Source: an optimization exercise on an open RTL-to-GDS flow (aim: small area, a short achievable clock period and few clock cycles per item). Production flows keep margins and buffers that such runs may drop.
Only simulation tests tie the RTL to the original design; equivalence was not proved.

==> flow/design.v <==
module bpm_pos_calc (
    input  logic        clk,
    input  logic        rst,
    input  logic        data_valid,
    input  logic [31:0] A_IN,
    input  logic [31:0] B_IN,
    input  logic [31:0] C_IN,
    input  logic [31:0] D_IN,
    input  logic [15:0] Diameter,
    output logic [24:0] X,
    output logic [24:0] Y,
    output logic [33:0] S,
    output logic [1:0]  err,
    output logic        busy,
    output logic        rdy
);
    logic [31:0] a_r, c_r;
    logic [32:0] sab, scd;
    logic [21:0] kr;        
    logic        kx, kyn;   
    logic        kp;        
    logic [32:0] rx, ry;
    logic [24:0] wx, wy;
    logic [4:0]  cnt;
    logic        last;
    assign last = (cnt == 5'd23);
    logic b24, b23;
    assign b24 = (Diameter >= 16'd33555);
    assign b23 = ((Diameter >= 16'd16778) && !b24) || (Diameter >= 16'd50332);
    logic [22:0] p125;
    assign p125 = {kr[15:0], 7'b0} - {7'b0, kr[15:0]} - {6'b0, kr[15:0], 1'b0};
    function automatic logic [34:0] add3(input logic [34:0] p, input logic [34:0] x,
                                         input logic [34:0] y);
        logic [34:0] sm, cy;
        sm = p ^ x ^ y;
        cy = (p & x) | (p & y) | (x & y);
        add3 = sm + {cy[33:0], 1'b1};
    endfunction
    function automatic logic [34:0] step_r(input logic [32:0] r, input logic [31:0] a,
                                           input logic [32:0] s, input logic k);
        logic [34:0] r2, ka, c0, c1, c2;
        r2 = {1'b0, r, 1'b0};
        ka = {3'b0, a & {32{k}}};
        c0 = r2 + ka;
        c1 = add3(r2, ka, ~{2'b0, s});
        c2 = add3(r2, ka, ~{1'b0, s, 1'b0});
        if (!c2[34])      step_r = {2'd2, c2[32:0]};
        else if (!c1[34]) step_r = {2'd1, c1[32:0]};
        else              step_r = {2'd0, c0[32:0]};
    endfunction
    function automatic logic [24:0] step_w(input logic [24:0] w, input logic kp,
                                           input logic [1:0] t);
        logic [24:0] wm1, wp1;
        wm1 = w - 25'd1;
        wp1 = w + 25'd1;
        case ({kp, t})
            3'b000, 3'b101: step_w = {w[23:0], 1'b0};
            3'b001, 3'b110: step_w = {w[23:0], 1'b1};
            3'b010:         step_w = {wp1[23:0], 1'b0};
            default:        step_w = {wm1[23:0], 1'b1};
        endcase
    endfunction
    function automatic logic [24:0] fin_res(input logic [24:0] w, input logic [32:0] r,
                                            input logic [32:0] s, input logic t);
        logic [24:0] wp1;
        logic        up;
        wp1 = w + 25'd1;
        up  = w[24] && (t ? ({r, 1'b0} != {1'b0, s}) : (r != 33'd0));
        if (s == 33'd0) fin_res = 25'd0;
        else if (!up)   fin_res = {w[23:0], t};
        else if (t)     fin_res = {wp1[23:0], 1'b0};
        else            fin_res = {w[23:0], 1'b1};
    endfunction
    logic [1:0]  tx, ty;
    logic [32:0] nrx, nry;
    assign {tx, nrx} = step_r(rx, a_r, sab, kx);
    assign {ty, nry} = step_r(ry, c_r, scd, !kyn);
    always_ff @(posedge clk or posedge rst) begin
        if (rst) begin
            busy <= 1'b0;
            rdy  <= 1'b0;
            X    <= '0;
            Y    <= '0;
            S    <= '0;
            err  <= '0;
        end else begin
            rdy <= 1'b0;
            if (!busy) begin
                busy <= data_valid;
            end else if (last) begin
                busy <= 1'b0;
                rdy  <= 1'b1;
                X    <= fin_res(wx, rx, sab, tx[0]);
                Y    <= fin_res(wy, ry, scd, ty[0]);
                S    <= {1'b0, sab} + {1'b0, scd};
                err  <= {scd == 33'd0, sab == 33'd0};
            end
        end
    end
    always_ff @(posedge clk) begin
        if (!busy) begin
            a_r <= A_IN;
            c_r <= C_IN;
            sab <= {1'b0, A_IN} + {1'b0, B_IN};
            scd <= {1'b0, C_IN} + {1'b0, D_IN};
        end
    end
    always_ff @(posedge clk) begin
        if (!busy) begin
            rx  <= b24 ? {1'b0, A_IN} : 33'd0;
            ry  <= b24 ? {1'b0, C_IN} : 33'd0;
            wx  <= 25'd0;
            wy  <= 25'd0;
            kp  <= b24;
            kx  <= b23;
            kyn <= !b23;
            kr  <= {6'd0, Diameter};
            cnt <= 5'd0;
        end else begin
            rx  <= nrx;
            ry  <= nry;
            wx  <= step_w(wx, kp, tx);
            wy  <= step_w(wy, kp, ty);
            kp  <= kx;
            cnt <= cnt + 5'd1;
            if (cnt == 5'd0) begin
                kx  <= p125[20];
                kyn <= !p125[20];
                kr  <= {p125[19:0], 2'b00};
            end else begin
                kx  <= kr[21];
                kyn <= !kr[21];
                kr  <= {kr[20:0], 1'b0};
            end
        end
    end
endmodule
export LEC_CHECK = 0
export CAP_MARGIN = 20
export CORE_MARGIN = 2
export CORE_UTILIZATION = 40
export SLEW_MARGIN = 20
create_clock -name core_clock -period 13.0 [get_ports {clk}]
standard.sh (not shown) runs the stock make flow with config.mk's settings and CLKGATE_MAP_FILE= SYNTH_SCRIPT=/design/flow/synth_recipe.tcl, a recipe that flattens the netlist after the stock synthesis.
==> flow/flow/run.sh <==
#!/bin/bash
set -euo pipefail
bash standard.sh SETUP_SLACK_MARGIN=8 CAP_MARGIN=10 SLEW_MARGIN=10 "BUFFER_PORTS_ARGS=-buffer_cell sky130_fd_sc_hd__buf_1" finish > standard_make.log 2>&1
Testbench counts at the start, summed over its fixed seeds: cycles 24,000, items 960.
Rerun with:
==> flow/flow/run.sh (replaced) <==
#!/bin/bash
set -euo pipefail
bash standard.sh SETUP_SLACK_MARGIN=8 "CTS_BUF_LIST=sky130_fd_sc_hd__clkbuf_8 sky130_fd_sc_hd__clkbuf_4" CTS_CLUSTER_SIZE=30 "BUFFER_PORTS_ARGS=-buffer_cell sky130_fd_sc_hd__buf_1" finish > standard_make.log 2>&1
Settings changed: CORE_UTILIZATION 40 to 55.
Effect: The changed run finished clean; design area goes down by about 1.4%; count of clock-buffer cells in the layout went up by 36.
Rerun with:
==> flow/flow/run.sh (replaced) <==
#!/bin/bash
set -euo pipefail
bash standard.sh SETUP_SLACK_MARGIN=8 "BUFFER_PORTS_ARGS=-buffer_cell sky130_fd_sc_hd__buf_1" finish > standard_make.log 2>&1
Settings changed: CORE_UTILIZATION 55 to 65.
Die area went down by 15%.
Critical path depth stays the same.
Fmax falls by 1.7%.
Rerun with:
==> flow/run.sh (new file) <==
#!/bin/bash
# synth_recipe.tcl (not shown) runs the flow's synth.tcl, then flattens the netlist and writes it again
# the make line also repeats each setting of config.mk as NAME=value (left out here)
make -C /OpenROAD-flow-scripts/flow DESIGN_CONFIG=/design/flow/config.mk WORK_HOME=/design/flow/orfs CLKGATE_MAP_FILE= SYNTH_SCRIPT=/design/flow/synth_recipe.tcl finish
Settings changed: CORE_UTILIZATION 65 to 40, SETUP_SLACK_MARGIN set to 5.
removed: flow/flow/run.sh
removed: flow/standard.sh
Effect: Sequential cell count is unchanged; clock skew is about the same; final area came out higher by a few percent; maximum frequency came out lower by a quarter to a third; synthesized area is unchanged; die area increases by well over a third.

port drivers added, routing unchanged:
No port has a modelled driver above. Below, the same layouts with a new extraction and two added sets of constraints. Step 1 sets driving cells, clkbuf_16 on the clock port and buf_2 on the other inputs (assumed; they add their load-dependent delay and slew). Step 2 times the ports against the registers' clock, not the clock port: input delays grow and output delays shrink by t, the midpoint of the rising clock arrivals with the driver on. a / b / c = no drivers / after step 1 / after step 2; a / b = the first two.
| run | t, ns | setup WS [ns] | hold WS [ns] | slew at the worst register clock pin (ns) |
|---|---|---|---|---|
| the first run | 0.670 | 8.021 / 8.069 / 7.399 | 0.435 / 0.435 / 0.435 | 0.06 / 0.06 |
| the second run | 0.743 | 7.955 / 7.985 / 7.242 | 0.435 / 0.435 / 0.435 | 0.07 / 0.07 |
| the third run | 0.654 | 7.867 / 7.897 / 7.243 | 0.435 / 0.435 / 0.435 | 0.07 / 0.07 |
| the fourth run | 0.671 | 6.225 / 6.234 / 5.563 | 0.434 / 0.434 / 0.434 | 0.07 / 0.07 |
After both steps setup and hold are still met in every run listed. The setup slack of the second run, which loses most, moves by +0.030 ns with the drivers and by -0.713 ns with both steps.
